From an optimization exercise on the open Yosys and OpenROAD flow, aimed at small area, a short achievable clock period and few clock cycles per item; shortcuts taken in it are not production practice. The RTL was checked by simulation tests, not by an equivalence proof against the original design.

==> flow/design.v (excerpt) <==
module idct_top (
	input  logic                 CLOCK_50_I,
	input  logic                 resetn,
	input  logic                 start,
	input  idct_pkg::blk_row_t   block_row,
	input  idct_pkg::blk_col_t   block_col,
	output logic                 busy,
	output logic                 done,
	input  idct_pkg::sram_data_t sram_read_data,
	output idct_pkg::sram_data_t sram_write_data,
	output idct_pkg::sram_addr_t sram_address,
	output logic                 sram_we_n
);
export LEC_CHECK = 0
export ABC_CLOCK_PERIOD_IN_PS = 3500
export CAP_MARGIN = 20
export CORE_MARGIN = 2
export CORE_UTILIZATION = 30
export CTS_CLUSTER_DIAMETER = 100
export CTS_CLUSTER_SIZE = 30
export PLACE_DENSITY = 0.5
export SETUP_SLACK_MARGIN = 5
export SLEW_MARGIN = 20
create_clock -name core_clock -period 9.0 [get_ports {CLOCK_50_I}]
standard.sh (not shown) runs the stock make flow with config.mk's settings and CLKGATE_MAP_FILE= SYNTH_SCRIPT=/design/flow/synth_recipe.tcl, a recipe that flattens the netlist after the stock synthesis.
==> flow/flow/run.sh <==
#!/bin/bash
set -euo pipefail
bash standard.sh SETUP_SLACK_MARGIN=6.6 finish > flow_make.log 2>&1
Testbench counts at the start, summed over its fixed seeds: cycles 19,072, blocks 128.
Next try:
==> flow/flow/run.sh (replaced) <==
#!/bin/bash
set -euo pipefail
bash standard.sh SETUP_SLACK_MARGIN=6.2 finish > flow_make.log 2>&1
Effect: Die area stays the same. Critical path depth shrinks by 1. Wire length fell by 0.79%. Worst setup slack loses 0.055 ns. Clock-buffer cell count is unchanged. Clock skew goes up by 0.015 ns. Core utilization drops by 0.24 points. Synthesized cell count is unchanged.

* * *

== v6 ==
idct_top, a different RTL version from the one above (not shown whole).
For scale: ~4100 cells after synthesis, ~67 I/O pins.
Settings: LEC_CHECK=0, ABC_CLOCK_PERIOD_IN_PS=3500, CAP_MARGIN=20, CORE_MARGIN=2, CORE_UTILIZATION=30, PLACE_DENSITY=0.5, SETUP_SLACK_MARGIN=5, SLEW_MARGIN=20; clock period 9.0 ns.
run.sh (not shown) runs the stock make flow with config.mk's settings and CLKGATE_MAP_FILE= SYNTH_SCRIPT=/design/flow/synth_recipe.tcl, a recipe that flattens the netlist after the stock synthesis.
Stock flow here: none of the scripts above is used.
Testbench counts of v6, summed over its fixed seeds: cycles 19,456, blocks 128.
The following lists how v7 was set up differently from v6:
Settings: ABC_CLOCK_PERIOD_IN_PS: 3500 -> unset; SETUP_SLACK_MARGIN: 5 -> unset.
The final layouts of v6 and v7 pass the timing, design-rule and antenna checks.
v7 ends up with a data required time of the critical path that is 0.04 ns lower than in v6.
Total core area: v7 vs v6 identical
Register-to-register slack, v6 and v7: higher on v6
Against v6, clock buffer count in v7 fell by a few percent.
In v7 relative to v6, fill cell instance count of the final layout had gone up slightly.
Footprint of the flip-flops and latches: v7 vs v6, no meaningful difference
Comparing final standard cell area without fillers for v6 and v7, the bigger number came from v6.

* * *

idct_top, a different RTL version from the one above (not shown whole).
Size in the first run: about 67 I/O pins, about 59000 um^2 of cells after synthesis.
export LEC_CHECK = 0
export ABC_CLOCK_PERIOD_IN_PS = 3500
export CAP_MARGIN = 20
export CORE_MARGIN = 2
export CORE_UTILIZATION = 30
export PLACE_DENSITY = 0.5
export SETUP_SLACK_MARGIN = 5
export SLEW_MARGIN = 20
create_clock -name core_clock -period 9.0 [get_ports {CLOCK_50_I}]
The baseline went through all stages and came out clean.
Testbench counts at the start, summed over its fixed seeds: cycles 19,456, blocks 128.
==> next run, changes <==
==> flow/flow/run.sh (new file) <==
#!/bin/bash
set -euo pipefail
bash standard.sh SETUP_SLACK_MARGIN=5.6 finish > flow_make.log 2>&1
==> flow/standard.sh (new file) <==
#!/bin/bash
# synth_recipe.tcl (not shown) runs the flow's synth.tcl, then flattens the netlist and writes it again
# the make line also repeats each setting of config.mk as NAME=value (left out here)
make -C /OpenROAD-flow-scripts/flow DESIGN_CONFIG=/design/flow/config.mk WORK_HOME=/design/flow/orfs CLKGATE_MAP_FILE= SYNTH_SCRIPT=/design/flow/synth_recipe.tcl "${@:-finish}"
removed: flow/run.sh
Global-route usage barely changes.
Cell count barely changes.
Wire length barely changes.
Synthesized area is unchanged.
Worst setup slack is better by 0.39 ns.
Sequential cell count is unchanged.
Final area stays flat.
Synthesized cell count stays the same.
==> next run, changes <==
==> flow/run.sh (new file) <==
#!/bin/bash
# synth_recipe.tcl (not shown) runs the flow's synth.tcl, then flattens the netlist and writes it again
# the make line also repeats each setting of config.mk as NAME=value (left out here)
make -C /OpenROAD-flow-scripts/flow DESIGN_CONFIG=/design/flow/config.mk WORK_HOME=/design/flow/orfs CLKGATE_MAP_FILE= SYNTH_SCRIPT=/design/flow/synth_recipe.tcl finish
--- a/flow/config.mk
+++ b/flow/config.mk
@@ -11,0 +12,2 @@
+export CTS_CLUSTER_DIAMETER = 100
+export CTS_CLUSTER_SIZE = 30
removed: flow/flow/run.sh
removed: flow/standard.sh
The new run finished clean.
Critical path depth rises by 9.
First-iteration DRC count grows by roughly a tenth.
Die area does not change.
Design area shrinks by a few percent.
Clock skew goes down by 0.019 ns.
Setup slack is worse by 0.39 ns.
==> next run, changes <==
==> flow/flow/run.sh (new file) <==
#!/bin/bash
set -euo pipefail
bash standard.sh SETUP_SLACK_MARGIN=6.2 finish > flow_make.log 2>&1
==> flow/standard.sh (new file) <==
#!/bin/bash
# synth_recipe.tcl (not shown) runs the flow's synth.tcl, then flattens the netlist and writes it again
# the make line also repeats each setting of config.mk as NAME=value (left out here)
make -C /OpenROAD-flow-scripts/flow DESIGN_CONFIG=/design/flow/config.mk WORK_HOME=/design/flow/orfs CLKGATE_MAP_FILE= SYNTH_SCRIPT=/design/flow/synth_recipe.tcl "${@:-finish}"
removed: flow/run.sh
Die area stays the same. Critical path depth goes down by 9. Design area goes up by 2.8%. Utilization goes up by 0.94 points.

## re-timing with driven ports
How much do the figures lean on ideal ports? The routed layouts below were timed once more, with nothing changed but the port constraints. Step 1 sets driving cells, clkbuf_16 on the clock port and buf_2 on the other inputs (assumed; they add their load-dependent delay and slew). Step 2 also shifts input and output timing later by t, the mid clock arrival at the registers, as if the neighbouring blocks saw the same clock. Three values: no drivers, after step 1, after step 2; two values: the first two.
run | t, ns | setup slack, ns | clock arrival spread, ns | slew at the worst register clock pin (ns)
the first run of note 1 | 0.778 | 5.920 / 5.846 / 5.370 | 0.057 / 0.057 | 0.12 / 0.12
the second run of note 1 | 0.768 | 5.865 / 5.791 / 5.370 | 0.078 / 0.078 | 0.12 / 0.12
v6 | 0.866 | 4.744 / 4.744 / 4.744 | 0.046 / 0.046 | 0.07 / 0.07
v7 | 0.871 | 3.113 / 3.113 / 3.113 | 0.039 / 0.039 | 0.07 / 0.07
the first run of note 3 | 0.881 | 5.329 / 5.329 / 5.329 | 0.061 / 0.062 | 0.07 / 0.07
the second run of note 3 | 0.882 | 5.721 / 5.643 / 5.370 | 0.062 / 0.062 | 0.07 / 0.07
the third run of note 3 | 0.770 | 5.332 / 5.332 / 5.332 | 0.044 / 0.044 | 0.12 / 0.12
the fourth run of note 3 | 0.788 | 5.883 / 5.802 / 5.641 | 0.056 / 0.055 | 0.12 / 0.12
After both steps every run listed still meets setup and hold. For the first run of note 1, which loses most, drivers alone change the setup slack by -0.074 ns; drivers and shift together by -0.550 ns.
